Context: an optimization exercise on an open-source flow, tuned for small area, a short achievable clock period and few clock cycles per item. The choices shown serve that exercise and are no tape-out recipe.
Function was checked by simulation only, so behaviour that the tests miss may differ from the original.
Power and IR drop assume default switching activity.

--- flow/design.v ---
`timescale 1ns / 1ps
module mxt_lexer #(
	parameter int MANTISSA_BITS = 48,
	parameter int DEPTH_BITS = 8
) (
	input  logic        clk,
	input  logic        arst_n,
	input  logic        accept,
	input  logic [7:0]  c,
	input  logic        comma_mark,
	output logic        push_v0,
	output logic        push_v1,
	output logic [59:0] push_t0,
	output logic [59:0] push_t1
);
	localparam int FRAC_W     = 4;
	localparam int TOK_MANT_W = 48;
	localparam int STAT_W     = 2;
	localparam logic [4:0] KIND_NUMBER = 5'd0;
	localparam logic [4:0] KIND_PLUS   = 5'd11;
	localparam logic [4:0] KIND_MINUS  = 5'd12;
	localparam logic [4:0] KIND_TIMES  = 5'd13;
	localparam logic [4:0] KIND_DIVIDE = 5'd14;
	localparam logic [4:0] KIND_POWER  = 5'd15;
	localparam logic [4:0] KIND_LPAREN = 5'd16;
	localparam logic [4:0] KIND_RPAREN = 5'd17;
	localparam logic [4:0] KIND_END    = 5'd18;
	localparam logic [1:0] ST_OK      = 2'd0;
	localparam logic [1:0] ST_SYNTAX  = 2'd1;
	localparam logic [1:0] ST_KEYWORD = 2'd2;
	localparam logic [1:0] ST_MIXED   = 2'd3;
	localparam logic [1:0] VAR_NONE = 2'd0;
	localparam logic [3:0] KW_THETA = 4'd7;
	localparam logic [3:0] KW_NONE  = 4'd10;
	localparam logic [3:0] FRAC_MAX = 4'd15;
	localparam logic [4:0] MODE_IDLE   = 5'b00001;
	localparam logic [4:0] MODE_NUMBER = 5'b00010;
	localparam logic [4:0] MODE_WORD   = 5'b00100;
	localparam logic [4:0] MODE_ERROR  = 5'b01000;
	localparam logic [4:0] MODE_MARK   = 5'b10000;
	function automatic logic [3:0] kw_match(input logic [39:0] w, input logic [2:0] len);
		logic [3:0] k;
		logic [7:0] w0, w1, w2, w3, w4;
		w0 = w[7:0]; w1 = w[15:8]; w2 = w[23:16]; w3 = w[31:24]; w4 = w[39:32];
		k = KW_NONE;
		if (len == 3'd3 && w0 == "s" && w1 == "i" && w2 == "n") k = 4'd0;
		if (len == 3'd3 && w0 == "c" && w1 == "o" && w2 == "s") k = 4'd1;
		if (len == 3'd3 && w0 == "t" && w1 == "a" && w2 == "n") k = 4'd2;
		if (len == 3'd3 && w0 == "a" && w1 == "b" && w2 == "s") k = 4'd3;
		if (len == 3'd4 && w0 == "s" && w1 == "q" && w2 == "r" && w3 == "t")
			k = 4'd4;
		if (len == 3'd2 && w0 == "p" && w1 == "i") k = 4'd5;
		if (len == 3'd1 && w0 == "e") k = 4'd6;
		if (len == 3'd5 && w0 == "t" && w1 == "h" && w2 == "e" && w3 == "t"
				&& w4 == "a") k = 4'd7;
		if (len == 3'd1 && w0 == "x") k = 4'd8;
		if (len == 3'd1 && w0 == "t") k = 4'd9;
		kw_match = k;
	endfunction
	logic [4:0]                    mode_q, mode_n;
	logic [39:0]                   letters_q;
	logic [2:0]                    len_q, len_n;
	logic [MANTISSA_BITS-1:0]      acc_q, acc_n;
	logic [FRAC_W-1:0]             frac_q, frac_n;
	logic                          seen_q, seen_n;
	logic [DEPTH_BITS-1:0]         depth_q, depth_n;
	logic                          neg_q, neg_n;
	logic [1:0]                    var_q, var_n;
	logic                          mixed_q, mixed_n;
	logic [STAT_W-1:0]             err_q, err_n;
	logic                          let_we;
	logic [2:0]                    let_idx;
	logic                          is_dig, is_alp, is_sp, is_mark, fall;
	logic [3:0]                    dig, kw;
	logic [MANTISSA_BITS+3:0]      wide;
	logic                          over;
	logic [MANTISSA_BITS+TOK_MANT_W-1:0] mant_ext;
	logic                          emit_a, emit_b;
	logic [4:0]                    a_kind, b_kind;
	logic [TOK_MANT_W-1:0]         a_mant;
	logic [FRAC_W-1:0]             a_frac;
	logic [STAT_W-1:0]             b_status;
	logic                          b_last;
	logic [59:0]                   tok_a, tok_b;
	logic [1:0]                    v;
	assign dig     = c[3:0];
	assign is_dig  = c >= "0" && c <= "9";
	assign is_alp  = (c >= "a" && c <= "z") || (c >= "A" && c <= "Z");
	assign is_sp   = c == " " || (c >= 8'd9 && c <= 8'd13);
	assign is_mark = comma_mark ? (c == ",") : (c == ".");
	assign wide = ({4'b0, acc_q} << 3) + ({4'b0, acc_q} << 1)
		+ {{MANTISSA_BITS{1'b0}}, dig};
	assign over = |wide[MANTISSA_BITS+3:MANTISSA_BITS];
	assign mant_ext = {{TOK_MANT_W{1'b0}}, acc_q};
	assign kw = kw_match(letters_q, len_q);
	assign v = kw[1:0] - 2'd2;
	always_comb begin
		mode_n = mode_q; len_n = len_q; acc_n = acc_q; frac_n = frac_q;
		seen_n = seen_q; depth_n = depth_q; neg_n = neg_q; var_n = var_q;
		mixed_n = mixed_q; err_n = err_q;
		let_we = 1'b0; let_idx = len_q;
		emit_a = 1'b0; emit_b = 1'b0;
		a_kind = '0; a_mant = '0; a_frac = '0;
		b_kind = '0; b_status = '0; b_last = 1'b0;
		fall = 1'b1;
		if (accept) begin
			case (mode_q)
				MODE_MARK, MODE_NUMBER: begin
					if (is_dig) begin
						mode_n = MODE_NUMBER;
						fall = 1'b0;
						if (!seen_q) begin
							acc_n = over ? '1 : wide[MANTISSA_BITS-1:0];
						end else if (!over && frac_q < FRAC_MAX) begin
							acc_n = wide[MANTISSA_BITS-1:0];
							frac_n = frac_q + 4'd1;
						end
					end else if (mode_q == MODE_MARK) begin
						if (err_q == ST_OK) err_n = ST_SYNTAX;
						mode_n = MODE_ERROR;
					end else if (is_mark && !seen_q) begin
						seen_n = 1'b1;
						fall = 1'b0;
					end else begin
						emit_a = 1'b1;
						a_kind = KIND_NUMBER;
						a_mant = mant_ext[TOK_MANT_W-1:0];
						a_frac = frac_q;
						mode_n = MODE_IDLE;
					end
				end
				MODE_WORD: begin
					if (is_alp || is_dig) begin
						fall = 1'b0;
						let_we = len_q < 3'd5;
						if (len_q < 3'd6) len_n = len_q + 3'd1;
					end else begin
						mode_n = MODE_IDLE;
						if (kw == KW_NONE) begin
							if (err_q == ST_OK) err_n = ST_KEYWORD;
							mode_n = MODE_ERROR;
						end else begin
							if (kw >= KW_THETA) begin
								if (var_q == VAR_NONE) var_n = v;
								else if (var_q != v) mixed_n = 1'b1;
							end
							emit_a = 1'b1;
							a_kind = {1'b0, kw + 4'd1};
						end
					end
				end
				default: ;
			endcase
			if (fall) begin
				if (c == 8'd0) begin
					emit_b = 1'b1;
					b_kind = KIND_END;
					b_last = 1'b1;
					if (err_n != ST_OK) b_status = err_n;
					else if (mixed_n) b_status = ST_MIXED;
					else if (depth_q != '0 || neg_q) b_status = ST_SYNTAX;
					else b_status = ST_OK;
					mode_n = MODE_IDLE; len_n = '0; acc_n = '0; frac_n = '0;
					seen_n = 1'b0; depth_n = '0; neg_n = 1'b0; var_n = VAR_NONE;
					mixed_n = 1'b0; err_n = ST_OK;
				end else if (mode_n != MODE_ERROR) begin
					mode_n = MODE_IDLE;
					if (is_sp) begin
					end else if (is_dig) begin
						mode_n = MODE_NUMBER;
						acc_n = {{(MANTISSA_BITS-4){1'b0}}, dig};
						frac_n = '0;
						seen_n = 1'b0;
					end else if (is_mark) begin
						mode_n = MODE_MARK;
						acc_n = '0;
						frac_n = '0;
						seen_n = 1'b1;
					end else if (is_alp) begin
						mode_n = MODE_WORD;
						let_we = 1'b1;
						let_idx = '0;
						len_n = 3'd1;
					end else begin
						emit_b = 1'b1;
						case (c)
							"+": b_kind = KIND_PLUS;
							"-": b_kind = KIND_MINUS;
							"*": b_kind = KIND_TIMES;
							"/": b_kind = KIND_DIVIDE;
							"^": b_kind = KIND_POWER;
							"(": begin
								b_kind = KIND_LPAREN;
								if (&depth_q) neg_n = 1'b1;
								else depth_n = depth_q + 1'b1;
							end
							")": begin
								b_kind = KIND_RPAREN;
								if (depth_q == '0) neg_n = 1'b1;
								else depth_n = depth_q - 1'b1;
							end
							default: begin
								emit_b = 1'b0;
								if (err_q == ST_OK) err_n = ST_SYNTAX;
								mode_n = MODE_ERROR;
							end
						endcase
					end
				end
			end
		end
	end
	assign tok_a = {a_kind, a_mant, a_frac, 2'b00, 1'b0};
	assign tok_b = {b_kind, 48'd0, 4'd0, b_status, b_last};
	always_comb begin
		push_v0 = 1'b0; push_v1 = 1'b0; push_t0 = '0; push_t1 = '0;
		if (emit_a) begin
			push_v0 = 1'b1;
			push_t0 = tok_a;
			push_v1 = emit_b;
			push_t1 = tok_b;
		end else begin
			push_v0 = emit_b;
			push_t0 = tok_b;
		end
	end
	always_ff @(posedge clk or negedge arst_n) begin
		if (!arst_n) begin
			mode_q <= MODE_IDLE; len_q <= '0; acc_q <= '0; frac_q <= '0;
			seen_q <= 1'b0; depth_q <= '0; neg_q <= 1'b0; var_q <= VAR_NONE;
			mixed_q <= 1'b0; err_q <= ST_OK;
		end else begin
			mode_q <= mode_n; len_q <= len_n; acc_q <= acc_n; frac_q <= frac_n;
			seen_q <= seen_n; depth_q <= depth_n; neg_q <= neg_n; var_q <= var_n;
			mixed_q <= mixed_n; err_q <= err_n;
		end
	end
	always_ff @(posedge clk) begin
		if (let_we) letters_q[let_idx*8 +: 8] <= c;
	end
endmodule
`timescale 1ns / 1ps
module mxt_token_queue (
	input  logic        clk,
	input  logic        arst_n,
	input  logic        push_v0,
	input  logic        push_v1,
	input  logic [59:0] push_t0,
	input  logic [59:0] push_t1,
	output logic        room,
	output logic [2:0]  level,
	output logic        tokens_valid,
	input  logic        tokens_ready,
	output logic [59:0] tokens_data
);
	localparam int QDEPTH = 4;
	logic [59:0]         mem_q [QDEPTH];
	logic [1:0]          head_q, tail_q, tail1;
	logic [2:0]          cnt_q;
	logic                pop;
	logic [1:0]          npush;
	assign tail1 = tail_q + 1'b1;
	assign pop = tokens_valid && tokens_ready;
	assign npush = {1'b0, push_v0} + {1'b0, push_v1};
	assign room = cnt_q <= 3'(QDEPTH - 2);
	assign level = cnt_q;
	assign tokens_valid = cnt_q != '0;
	assign tokens_data  = mem_q[head_q];
	always_ff @(posedge clk) begin
		if (push_v0) mem_q[tail_q] <= push_t0;
		if (push_v1) mem_q[tail1] <= push_t1;
	end
	always_ff @(posedge clk or negedge arst_n) begin
		if (!arst_n) begin
			head_q <= '0;
			tail_q <= '0;
			cnt_q <= '0;
		end else begin
			if (pop) head_q <= head_q + 1'b1;
			tail_q <= tail_q + 2'(npush);
			cnt_q <= cnt_q + 3'(npush) - 3'(pop);
		end
	end
endmodule
`timescale 1ns / 1ps
module math_expression_tokenizer #(
	parameter int MANTISSA_BITS = 48,
	parameter int DEPTH_BITS = 8
) (
	input  logic clk,
	input  logic arst_n,
	input  logic chars_valid,
	output logic chars_ready,
	input  logic [7:0] chars_character,
	output logic tokens_valid,
	input  logic tokens_ready,
	output logic [4:0] tokens_token_kind,
	output logic [47:0] tokens_number_mantissa,
	output logic [3:0] tokens_fraction_digits,
	output logic [1:0] tokens_status,
	output logic tokens_last,
	input  logic cfg_valid,
	output logic cfg_ready,
	input  logic cfg_comma_decimal_mark
);
	logic              mark_q;
	logic              room;
	logic              accept;
	logic [2:0]        level;
	logic              push_v0, push_v1;
	logic [59:0]       push_t0, push_t1;
	logic [59:0]       tokens_data;
	assign cfg_ready = 1'b1;
	assign chars_ready = room;
	assign accept = chars_valid && room;
	always_ff @(posedge clk or negedge arst_n) begin
		if (!arst_n) mark_q <= 1'b0;
		else if (cfg_valid) mark_q <= cfg_comma_decimal_mark;
	end
	mxt_lexer #(
		.MANTISSA_BITS(MANTISSA_BITS),
		.DEPTH_BITS(DEPTH_BITS)
	) u_lexer (
		.clk(clk),
		.arst_n(arst_n),
		.accept(accept),
		.c(chars_character),
		.comma_mark(mark_q),
		.push_v0(push_v0),
		.push_v1(push_v1),
		.push_t0(push_t0),
		.push_t1(push_t1)
	);
	mxt_token_queue u_queue (
		.clk(clk),
		.arst_n(arst_n),
		.push_v0(push_v0),
		.push_v1(push_v1),
		.push_t0(push_t0),
		.push_t1(push_t1),
		.room(room),
		.level(level),
		.tokens_valid(tokens_valid),
		.tokens_ready(tokens_ready),
		.tokens_data(tokens_data)
	);
	assign {tokens_token_kind, tokens_number_mantissa, tokens_fraction_digits,
		tokens_status, tokens_last} = tokens_data;
endmodule
--- flow/run.sh ---
#!/bin/bash
# synth_recipe.tcl (not shown) runs the flow's synth.tcl, then flattens the netlist and writes it again
# the make line also repeats each setting of config.mk as NAME=value (left out here)
make -C /OpenROAD-flow-scripts/flow DESIGN_CONFIG=/design/flow/config.mk WORK_HOME=/design/flow/orfs CLKGATE_MAP_FILE= SYNTH_SCRIPT=/design/flow/synth_recipe.tcl finish
--- flow/config.mk ---
export PLATFORM = sky130hd
export DESIGN_NAME = math_expression_tokenizer
export DESIGN_NICKNAME = math_expression_tokenizer
export VERILOG_FILES = /design/flow/design.v
export SDC_FILE = /design/flow/constraint.sdc
export NUM_CORES = 4
export LEC_CHECK = 0
export CAP_MARGIN = 20
export CORE_MARGIN = 2
export CORE_UTILIZATION = 40
export SLEW_MARGIN = 20
--- flow/constraint.sdc ---
create_clock -name core_clock -period 5.3 [get_ports {clk}]
set_input_delay 1.0600 -clock core_clock [delete_from_list [all_inputs] [get_ports {clk}]]
set_output_delay 1.0600 -clock core_clock [all_outputs]
set_load 0.01 [all_outputs]
==> run summary <==
[synth_stat cells, types with 7 or more instances]
library cell	number
nor2_1	102
o21ai_0	63
xor2_1	24
mux4_2	60
a22o_1	208
o221a_2	39
a31oi_1	21
and2_1	11
buf_1	7
a211oi_1	10
o22ai_1	21
inv_1	46
o31ai_1	10
mux2_4	7
xnor2_1	35
o211ai_1	9
nand2_1	111
dfxtp_1	208
a32o_1	34
nand4_1	34
nand2b_1	18
nor2b_1	19
o21bai_1	8
nor3_1	23
and3_1	10
or3_1	10
a21o_1	15
dfrtp_1	82
nand3_1	34
edfxtp_1	72
clkbuf_1	115
nor4_1	13
o21a_1	14
ha_1	119
a21oi_1	102
a21boi_0	7
[power breakdown]
group | internal (W) | leakage, nW | switching, W | total, W
Clock | 0.00182 | 0.709 | 0.00122 | 0.00304
Sequential | 0.00296 | 3.41 | 0.000294 | 0.00326
Combinational | 0.000797 | 5.13 | 0.000927 | 0.00172
Total | 0.00558 | 9.25 | 0.00244 | 0.00802
[timing repair]
item / in CTS / in global routing
setup buffers: 0 / 0
setup endpoints to repair: 0 / 195
endpoints found under the hold margin: 0 / 0
resized for setup: 0 / 4
[layer usage]
layer / part of all wire / wire length [microns]
met5: 0 / 0
met3: 0.040 / 2230
met1: 0.45 / 24700
met2: 0.49 / 26900
met4: 0.024 / 1330
[kinds of logic (layout without fill, tap and decap cells)]
kind of cell / count (synthesis) / count (layout) / share of synthesized area
mux: 71 / 71 / 0.0766
compound gates: 610 / 610 / 0.240
simple gates: 433 / 433 / 0.114
buf+inv: 173 / 286 / 0.0337
fa+ha+maj: 123 / 123 / 0.0802
other cells: 1 / 1 / 0.000192
flops: 363 / 363 / 0.429
xor+xnor: 59 / 59 / 0.0264
[registers in the layout, summed over array words and instances, names as in the netlist, 3 cells and up]
name	count
u_queue.mem_q	240
u_lexer.acc_q	48
u_lexer.letters_q	40
u_lexer.depth_q	8
u_lexer.mode_q	5
u_lexer.frac_q	4
u_lexer.len_q	3
u_queue.cnt_q	3
[per-stage QoR]
| step | TNS, ps | cells | total power [W] |
|---|---|---|---|
| detailed placement | -9.05 | 2492 | 0.00505 |
| global route | 0 | 2568 | 0.00836 |
| finish | 0 | 2568 | 0.00802 |
| CTS | 0 | 2567 | 0.00808 |
| floorplan | 0 | 1833 | 0.00440 |
| global placement | 0 | 2492 | 0.00504 |
[critical path: cells and delay by family (launching register included)]
family | cells | cell delay, ps
multiplexers | 1 | 300
flip-flops | 1 | 460
AND/OR/NAND/NOR | 7 | 1910
AO/OA/AOI/OAI | 4 | 910
buffers and inverters | 4 | 670
adder cells (fa/ha/maj) | 2 | 480
[area by class of cell]
class                      instances  area share
clock buffer                      55      0.0528
clock inverter                    20     0.00974
inverter                          47     0.00767
multi-input combinational       1297       0.460
sequential                       363       0.366
tap                              622      0.0338
timing repair buffer             164      0.0700
[worst max path at each step]
stage	startpoint	to	cells past startpoint
finish	u_lexer.letters_q[7]$_DFFE_PP_	u_lexer.letters_q[3]$_DFFE_PP_	18
global route	u_lexer.letters_q[2]$_DFFE_PP_	u_queue.mem_q[0][43]$_SDFFE_PP0P_	21
CTS	u_lexer.len_q[0]$_DFFE_PN0P_	u_lexer.letters_q[2]$_DFFE_PP_	21
detailed placement	chars_character[3]	u_lexer.acc_q[0]$_DFFE_PN0P_	16
global placement	chars_character[3]	u_lexer.frac_q[3]$_DFFE_PN0P_	16
floorplan	chars_character[1]	u_queue.mem_q[0][0]$_DFFE_PP_	17
==> impl_metrics.tcl <==
set metrics [dict create \
    final_area_sq_um 23000 \
    io_pins 77 \
    hold_path.class "flip-flop to flip-flop" \
    crit_top_cell "buf_4" \
    syn_to_final_growth_pct 17.5 \
    syn_area_per_cell_sq_um 10.7 \
    maxCapViolCount 0 \
    final_core_util 0.473 \
    ctsHoldBuffers 0 \
    n_antenna_cell 0 \
    hpwl_microns 38100 \
    grt_pass1_vias 15753 \
    r2r_slack_ps 300 \
    grt_busiest_layer "met2" \
    hold-worst-slack_ps 471 \
    status "timing/DRC/antenna clean" \
    setup_viol 0 \
    end_kind "flip-flop" \
    ant_nets 0 \
    synthTopCellsByArea "dfxtp_1 21%, edfxtp_1 11%, dfrtp_1 10%, a22o_1 9.3%, ha_1 7.6%" \
    setup_slack_ps 302 \
    synth_nets 1970 \
    dp_slack_ps -9.05 \
    max_slew_margin 0.352 \
    cp.arrival_ps 5320 \
    io_buffers 75 \
    worstPathCellList "and4b_1 > nand2_1 > nor3_1 > o21bai_1 > nor4_1 > buf_4 > ha_1 > inv_1 > a2111oi_2 > a21o_1 > a2111oi_4 > nand3_2 > buf_4 > nand2_1 > ha_1 > or4b_1 > buf_4 > mux2_4" \
    syn_area_sq_um 19600 \
    tightest_slew_ps 972 \
    drive_above_1_share 0.153 \
    avgRoutedWirePerCell_microns 21.5 \
    rr_startpoint "u_lexer.letters_q[7]$_DFFE_PP_" \
    synth_edf_count 72 \
    r2r-end "u_lexer.letters_q[3]$_DFFE_PP_" \
    synth_ff_type "dfxtp_1" \
    drc 0 \
    place_area_sq_um 21500 \
    synth_area_leader_cell "dfxtp_1" \
    required_ps 5620 \
    tritoncts "done" \
    fp-row-count 81 \
    post-route-period-util 0.943 \
    grt_antenna_before_repair 0 \
    slew_violations 0 \
    fill_cells 4424 \
    grt_max_degree 56 \
    drt-initial-drc-count 1162 \
    finalClockSkew_ps 27.1 \
    drtPass1Iterations 5 \
    rsz0062_at_grt "false" \
    min_to "u_queue.mem_q[2][22]$_SDFFE_PP0P_" \
    clock_path_buffers 3 \
    ys_seq_area_frac 0.429 \
    die_y_microns 225 \
    ys_warn_count 3 \
    finalHoldViolCount 0 \
    ys_ff_latch 363 \
    netlist_instances 1833 \
    core-area_sq_um 48600 \
    wl_microns 55200 \
    groute.usage.overall 0.216 \
    routed_via_density 6.12 \
    h-tree-depth 2 \
    max_freq_mhz 200 \
    clock_sink_count 363 \
    criticalPathCategory "flip-flop to flip-flop" \
    powerDensity_nw_per_um2 349 \
    nNetsFinal 2051 \
    fin_crit_ps 5000 \
    layout_common_cells "208 x a22o_1, 208 x dfxtp_1, 119 x ha_1, 110 x nand2_1, 101 x a21oi_1" \
    grt.overflow.total 0 \
    start_util 0.402 \
    multi_input_area_sq_um 10600 \
    met1_usage 0.283 \
    regArea_sq_um 8410 \
    p_leak_nw 9.25 \
    startpoint_type "flip-flop" \
    clock_latency_ps 570 \
    critPathSlowestCell "nor3_1" \
    cts_buffers 41 \
    synth_top_area_frac 0.213 \
    die_w_microns 225 \
    clock_tree.root_cell "clkbuf_16" \
    worstPathMaxFanout 10 \
    clk_pin_slew_worst_paths_ps 60 \
    synthArstFlopShare 0.229 \
    hold_start "u_queue.mem_q[2][22]$_SDFFE_PP0P_" \
    peakVddDrop_v 0.000330 \
    max_stage_delay_ps 510 \
    vias 15728 \
    reg2reg_depth 18 \
    grt_pass1_wl_microns 87700 \
    min_path_cells 1 \
    gp_congestion 0.883 \
    dieArea_sq_um 50700 \
    yosysUniqueCellTypes 89 \
    use_met3 0.0259 \
    gr-usage-met2 0.373 \
]
Testbench counts, summed over its fixed seeds: cycles 45,702, chars 45,683.

afterwards: timing with drivers on the ports:
No port has a modelled driver above. Below, the same layout with a new extraction and two added sets of constraints. Step 1, drivers: a clkbuf_16 drives clk and a buf_2 each remaining input, both assumed. Step 2 adds t to the input delays and takes it off the output delays; t is the mean of the earliest and latest rising clock arrival at the registers after step 1. Input paths then give back, and output paths get back, about the clock's delay inside the block. a / b / c = ideal ports / drivers / drivers and shift; a / b = the first two.
t, ns: 0.619
setup WS [ns]: 0.302 / 0.302 / -0.108
worst data-port slew with drivers (ns): 0.04
Met with ideal ports but missed after step 2: setup timing in this run. For this run, drivers alone change the setup slack by 0.000 ns; drivers and shift together by -0.410 ns.
